Source: an optimization exercise on an open RTL-to-GDS flow (aim: small area). Production flows keep margins and buffers that such runs may drop.
Only simulation tests tie the RTL to the original design; equivalence was not proved.
Power and IR drop assume default switching activity. The clock port is modelled as an ideal driver; clocking choices that lean on that would not hold on a real chip.

==> inputs of 07-23 <==
==> flow/design.v <==
module apb_slave_mem #(
    parameter int unsigned DEPTH       = 256,
    parameter int unsigned WAIT_STATES = 2,
    parameter logic [31:0] BASE_ADDR   = 32'h0
) (
    input  logic        pclk,
    input  logic        rst_n,
    input  logic        psel,
    input  logic        penable,
    input  logic        pwrite,
    input  logic [31:0] paddr,
    input  logic [31:0] pwdata,
    output logic [31:0] prdata,
    output logic        pready,
    output logic        pslverr
);
    localparam int unsigned NR = 16;            
    localparam int unsigned RL = 16;            
    logic [3:0]  r_q;                           
    logic        e_q;                           
    logic        clr_q;                         
    logic [NR-1:0][RL-1:0][31:0] ring_q;
    logic [3:0]  widx;                          
    logic [3:0]  ring_sel;
    logic        err;
    logic        hit_rd, hit_wr;
    logic        wr_en;
    assign widx     = paddr[5:2];
    assign ring_sel = paddr[9:6];
    assign err      = (paddr[31:10] != 22'h0) || (paddr[1:0] != 2'b00);
    assign hit_rd   = ((widx + r_q) == 4'd0);
    assign hit_wr   = ((widx + r_q) == 4'd15);
    assign wr_en    = psel && penable && pwrite && !err && hit_wr;
    always_ff @(posedge pclk or negedge rst_n) begin
        if (!rst_n) begin
            r_q   <= 4'd0;
            e_q   <= 1'b0;
            clr_q <= 1'b1;
        end else begin
            r_q   <= r_q + 4'd1;
            if (r_q == 4'd15) begin
                e_q   <= !e_q;
                clr_q <= 1'b0;
            end
        end
    end
    logic [NR-1:0]       nld, nkeep;
    logic [NR-1:0][31:0] port_d;
    logic [31:0]         wdata_n;               
    assign wdata_n = pwdata ^ {32{!e_q}};
    for (genvar j = 0; j < int'(NR); j++) begin : g_ring
        assign nld[j]   = !(wr_en && (ring_sel == 4'(j)));
        assign nkeep[j] = !nld[j] || clr_q;
        apb_slave_mem_port u_port (
            .nld(nld[j]), .nkeep(nkeep[j]), .wdata_n(wdata_n), .rdata(ring_q[j][RL-1]),
            .d(port_d[j])
        );
        always_ff @(posedge pclk) begin
            ring_q[j][0] <= port_d[j];
            for (int k = 1; k < int'(RL); k++) begin
                ring_q[j][k] <= ring_q[j][k-1];
            end
        end
    end
    logic [NR-1:0]       rsel;
    logic [NR-1:0][31:0] rword;
    logic [31:0]         rraw;
    logic                rpar;
    for (genvar j = 0; j < int'(NR); j++) begin : g_rd
        assign rsel[j]  = (ring_sel == 4'(j));
        assign rword[j] = ring_q[j][0];
    end
    apb_slave_mem_rdmux u_rdmux (.sel(rsel), .word(rword), .q(rraw));
    assign rpar = e_q ^ (r_q == 4'd0);
    assign pready  = err || (pwrite ? hit_wr : hit_rd);
    assign pslverr = err;
    assign prdata  = rraw ^ {32{rpar}};
endmodule
module apb_slave_mem_port (
    input  logic        nld,
    input  logic        nkeep,
    input  logic [31:0] wdata_n,
    input  logic [31:0] rdata,
    output logic [31:0] d
);
    assign d = ~((wdata_n | {32{nld}}) & (rdata | {32{nkeep}}));
endmodule
module apb_slave_mem_rdmux (
    input  logic [15:0]       sel,
    input  logic [15:0][31:0] word,
    output logic [31:0]       q
);
    always_comb begin
        q = 32'h0;
        for (int j = 0; j < 16; j++) q = q | (word[j] & {32{sel[j]}});
    end
endmodule
==> flow/flow/run.sh <==
#!/bin/bash
# Standard layout, with clock tree synthesis that clusters more flip-flops per
# leaf buffer and inserts no dummy loads, and the smallest buffer on each port.
set -euo pipefail
export CTS_ARGS="-sink_clustering_enable -repair_clock_nets -dont_use_dummy_load -sink_clustering_size 29 -sink_clustering_max_diameter 100 -buf_list sky130_fd_sc_hd__buf_12 -root_buf sky130_fd_sc_hd__buf_12 -tree_buf sky130_fd_sc_hd__buf_8"
export BUFFER_PORTS_ARGS="-buffer_cell sky130_fd_sc_hd__buf_1"
bash standard.sh > standard.log 2>&1
==> flow/standard.sh <==
#!/bin/bash
# synth_recipe.tcl (not shown) runs the flow's synth.tcl, then flattens the netlist and writes it again
# the make line also repeats each setting of config.mk as NAME=value (left out here)
make -C /OpenROAD-flow-scripts/flow DESIGN_CONFIG=/design/flow/config.mk WORK_HOME=/design/flow/orfs CLKGATE_MAP_FILE= SYNTH_SCRIPT=/design/flow/synth_recipe.tcl "${@:-finish}"
==> flow/config.mk <==
export PLATFORM = sky130hd
export DESIGN_NAME = apb_slave_mem
export DESIGN_NICKNAME = apb_slave_mem
export VERILOG_FILES = /design/flow/design.v
export SDC_FILE = /design/flow/constraint.sdc
export NUM_CORES = 4
export LEC_CHECK = 0
export CAP_MARGIN = 5
export CORE_MARGIN = 2
export CORE_UTILIZATION = 40
export SLEW_MARGIN = 5
export SYNTH_HIERARCHICAL = 1
==> flow/constraint.sdc <==
create_clock -name core_clock -period 12.0 [get_ports {pclk}]
set_input_delay 2.4000 -clock core_clock [delete_from_list [all_inputs] [get_ports {pclk}]]
set_output_delay 2.4000 -clock core_clock [all_outputs]
set_load 0.01 [all_outputs]
==> 05-16 (differences from 07-23) <==
==> flow/design.v, changed modules only <==
module apb_slave_mem #(
    parameter int unsigned DEPTH       = 256,
    parameter int unsigned WAIT_STATES = 2,
    parameter logic [31:0] BASE_ADDR   = 32'h0
) (
    input  logic        pclk,
    input  logic        rst_n,
    input  logic        psel,
    input  logic        penable,
    input  logic        pwrite,
    input  logic [31:0] paddr,
    input  logic [31:0] pwdata,
    output logic [31:0] prdata,
    output logic        pready,
    output logic        pslverr
);
    localparam int unsigned NR = 16;            
    localparam int unsigned RL = 16;            
    logic [3:0]  r_q;                           
    logic        clr_q;                         
    logic [NR-1:0][RL-1:0][31:0] ring_q;
    logic [3:0]  widx;                          
    logic [3:0]  ring_sel;
    logic        err;
    logic        hit_rd, hit_wr;
    logic        wr_en;
    assign widx     = paddr[5:2];
    assign ring_sel = paddr[9:6];
    assign err      = (paddr[31:10] != 22'h0) || (paddr[1:0] != 2'b00);
    assign hit_rd   = ((widx + r_q) == 4'd0);
    assign hit_wr   = ((widx + r_q) == 4'd15);
    assign wr_en    = psel && penable && pwrite && !err && hit_wr;
    always_ff @(posedge pclk or negedge rst_n) begin
        if (!rst_n) begin
            r_q   <= 4'd0;
            clr_q <= 1'b1;
        end else begin
            r_q   <= r_q + 4'd1;
            if (r_q == 4'd15) clr_q <= 1'b0;
        end
    end
    for (genvar j = 0; j < int'(NR); j++) begin : g_ring
        always_ff @(posedge pclk) begin
            if (wr_en && (ring_sel == 4'(j))) begin
                ring_q[j][0] <= pwdata;
            end else if (clr_q) begin
                ring_q[j][0] <= 32'h0;
            end else begin
                ring_q[j][0] <= ring_q[j][RL-1];
            end
            for (int k = 1; k < int'(RL); k++) begin
                ring_q[j][k] <= ring_q[j][k-1];
            end
        end
    end
    assign pready  = err || (pwrite ? hit_wr : hit_rd);
    assign pslverr = err;
    assign prdata  = ring_q[ring_sel][0];
endmodule
// module apb_slave_mem_port removed
// module apb_slave_mem_rdmux removed
==> flow/run.sh (new file) <==
#!/bin/bash
# synth_recipe.tcl (not shown) runs the flow's synth.tcl, then flattens the netlist and writes it again
# the make line also repeats each setting of config.mk as NAME=value (left out here)
make -C /OpenROAD-flow-scripts/flow DESIGN_CONFIG=/design/flow/config.mk WORK_HOME=/design/flow/orfs CLKGATE_MAP_FILE= SYNTH_SCRIPT=/design/flow/synth_recipe.tcl finish
--- a/flow/config.mk
+++ b/flow/config.mk
@@ -6,7 +6,7 @@
 export NUM_CORES = 4
 export LEC_CHECK = 0
-export CAP_MARGIN = 5
+export CAP_MARGIN = 20
 export CORE_MARGIN = 2
-export CORE_UTILIZATION = 40
-export SLEW_MARGIN = 5
-export SYNTH_HIERARCHICAL = 1
+export CORE_UTILIZATION = 70
+export PLACE_DENSITY = 0.8
+export SLEW_MARGIN = 20
removed: flow/flow/run.sh
removed: flow/standard.sh
==> 11-06 (differences from 07-23) <==
==> flow/design.v, changed modules only <==
module apb_slave_mem #(
    parameter int unsigned DEPTH       = 256,
    parameter int unsigned WAIT_STATES = 2,
    parameter logic [31:0] BASE_ADDR   = 32'h0
) (
    input  logic        pclk,
    input  logic        rst_n,
    input  logic        psel,
    input  logic        penable,
    input  logic        pwrite,
    input  logic [31:0] paddr,
    input  logic [31:0] pwdata,
    output logic [31:0] prdata,
    output logic        pready,
    output logic        pslverr
);
    localparam int unsigned NR = 16;            
    localparam int unsigned RL = 16;            
    logic [3:0]  r_q;                           
    logic        clr_q;                         
    logic [NR-1:0][RL-1:0][31:0] ring_q;
    logic [3:0]  widx;                          
    logic [3:0]  ring_sel;
    logic        err;
    logic        hit_rd, hit_wr;
    logic        wr_en;
    assign widx     = paddr[5:2];
    assign ring_sel = paddr[9:6];
    assign err      = (paddr[31:10] != 22'h0) || (paddr[1:0] != 2'b00);
    assign hit_rd   = ((widx + r_q) == 4'd0);
    assign hit_wr   = ((widx + r_q) == 4'd15);
    assign wr_en    = psel && penable && pwrite && !err && hit_wr;
    always_ff @(posedge pclk or negedge rst_n) begin
        if (!rst_n) begin
            r_q   <= 4'd0;
            clr_q <= 1'b1;
        end else begin
            r_q   <= r_q + 4'd1;
            if (r_q == 4'd15) clr_q <= 1'b0;
        end
    end
    for (genvar j = 0; j < int'(NR); j++) begin : g_ring
        always_ff @(posedge pclk) begin
            if (wr_en && (ring_sel == 4'(j))) begin
                ring_q[j][0] <= pwdata;
            end else if (clr_q) begin
                ring_q[j][0] <= 32'h0;
            end else begin
                ring_q[j][0] <= ring_q[j][RL-1];
            end
            for (int k = 1; k < int'(RL); k++) begin
                ring_q[j][k] <= ring_q[j][k-1];
            end
        end
    end
    assign pready  = err || (pwrite ? hit_wr : hit_rd);
    assign pslverr = err;
    assign prdata  = ring_q[ring_sel][0];
endmodule
// module apb_slave_mem_port removed
// module apb_slave_mem_rdmux removed
==> flow/run.sh (new file) <==
#!/bin/bash
# synth_recipe.tcl (not shown) runs the flow's synth.tcl, then flattens the netlist and writes it again
# the make line also repeats each setting of config.mk as NAME=value (left out here)
make -C /OpenROAD-flow-scripts/flow DESIGN_CONFIG=/design/flow/config.mk WORK_HOME=/design/flow/orfs CLKGATE_MAP_FILE= SYNTH_SCRIPT=/design/flow/synth_recipe.tcl finish
--- a/flow/config.mk
+++ b/flow/config.mk
@@ -6,7 +6,6 @@
 export NUM_CORES = 4
 export LEC_CHECK = 0
-export CAP_MARGIN = 5
+export CAP_MARGIN = 20
 export CORE_MARGIN = 2
 export CORE_UTILIZATION = 40
-export SLEW_MARGIN = 5
-export SYNTH_HIERARCHICAL = 1
+export SLEW_MARGIN = 20
removed: flow/flow/run.sh
removed: flow/standard.sh
==> comparison table <==
metric	05-16	07-23	11-06
Reg area	164100 sq um	164200 sq um	164100 sq um
Endpoint arrival time on the critical path	5.86 ns	5.74 ns	5.55 ns
Wire length on met2	230800 um	128800 um	119800 um
Number of antenna violations at the first check in global routing	45	23	52
Worst-Skew Late Latency	1.04 ns	0.94 ns	1.02 ns
Root cell of the clock tree	sky130_fd_sc_hd__clkbuf_16	sky130_fd_sc_hd__buf_12	sky130_fd_sc_hd__clkbuf_16
Proportion of power drawn by the clock network	46.5%	30.0%	44.3%
Period utilisation layout	68.84%	67.86%	66.21%
Actual slew at the worst max-slew pin	1.477 ns	1.224 ns	1.102 ns
Launching element of the worst setup path	paddr[7]	paddr[9]	paddr[6]
Simple logic cell fraction of the synthesized area	1.922%	0.3529%	1.922%
Overall track demand over capacity in global routing	31.00%	13.19%	11.81%
M1 wire length	172200 um	141400 um	132400 um
Switching Share	21.64%	19.55%	19.16%
Data-path buffer share of cell area in the final layout	0.6722%	0.4737%	0.6529%
Routability congestion estimate	0.7801	0.7786	0.7534
Maximum number of pins on one net before global-route repair	137	33	136
Power, Total	51.06 mW	39.03 mW	49.11 mW
Run status	complete, no violations	complete, no violations	complete, no violations
Area of the multi-input gates	13480 sq um	7553 sq um	13480 sq um
Floorplan die area	259000 sq um	436100 sq um	451600 sq um
HPWL after detailed placement	158100 um	168600 um	148600 um
Logic inverters	6	5	6
Detailed-route vias per instance	5.366	4.107	3.890

## separate check: timing with driven ports
The flow's constraints put no driver on any port. The routed layouts listed below were extracted and timed again, unchanged, in two steps.
Step 1 (the two cells are an assumption about what drives the block):
set clk [get_ports {pclk}]
set_driving_cell -lib_cell sky130_fd_sc_hd__clkbuf_16 $clk
set_driving_cell -lib_cell sky130_fd_sc_hd__buf_2 [delete_from_list [all_inputs] $clk]
Step 2, shift: input delay + t, output delay - t, t = (earliest + latest rising clock arrival at the registers) / 2. This alone moves slack from input paths to output paths.
Slacks: ideal / step 1 / step 2; pairs: ideal / step 1.
run	t, ns	slack for setup (ns)	worst hold slack (ns)	cell pins on the clock port's net
07-23	0.998	3.857 / 3.754 / 3.754	0.268 / 0.268 / 0.268	1
05-16	1.113	3.739 / 3.671 / 3.671	0.272 / 0.272 / 0.272	1
11-06	1.117	4.054 / 3.984 / 3.984	0.311 / 0.311 / 0.311	1
After both steps every run listed still meets setup and hold. For 07-23, which loses most, drivers alone change the setup slack by -0.103 ns; drivers and shift together by -0.103 ns.
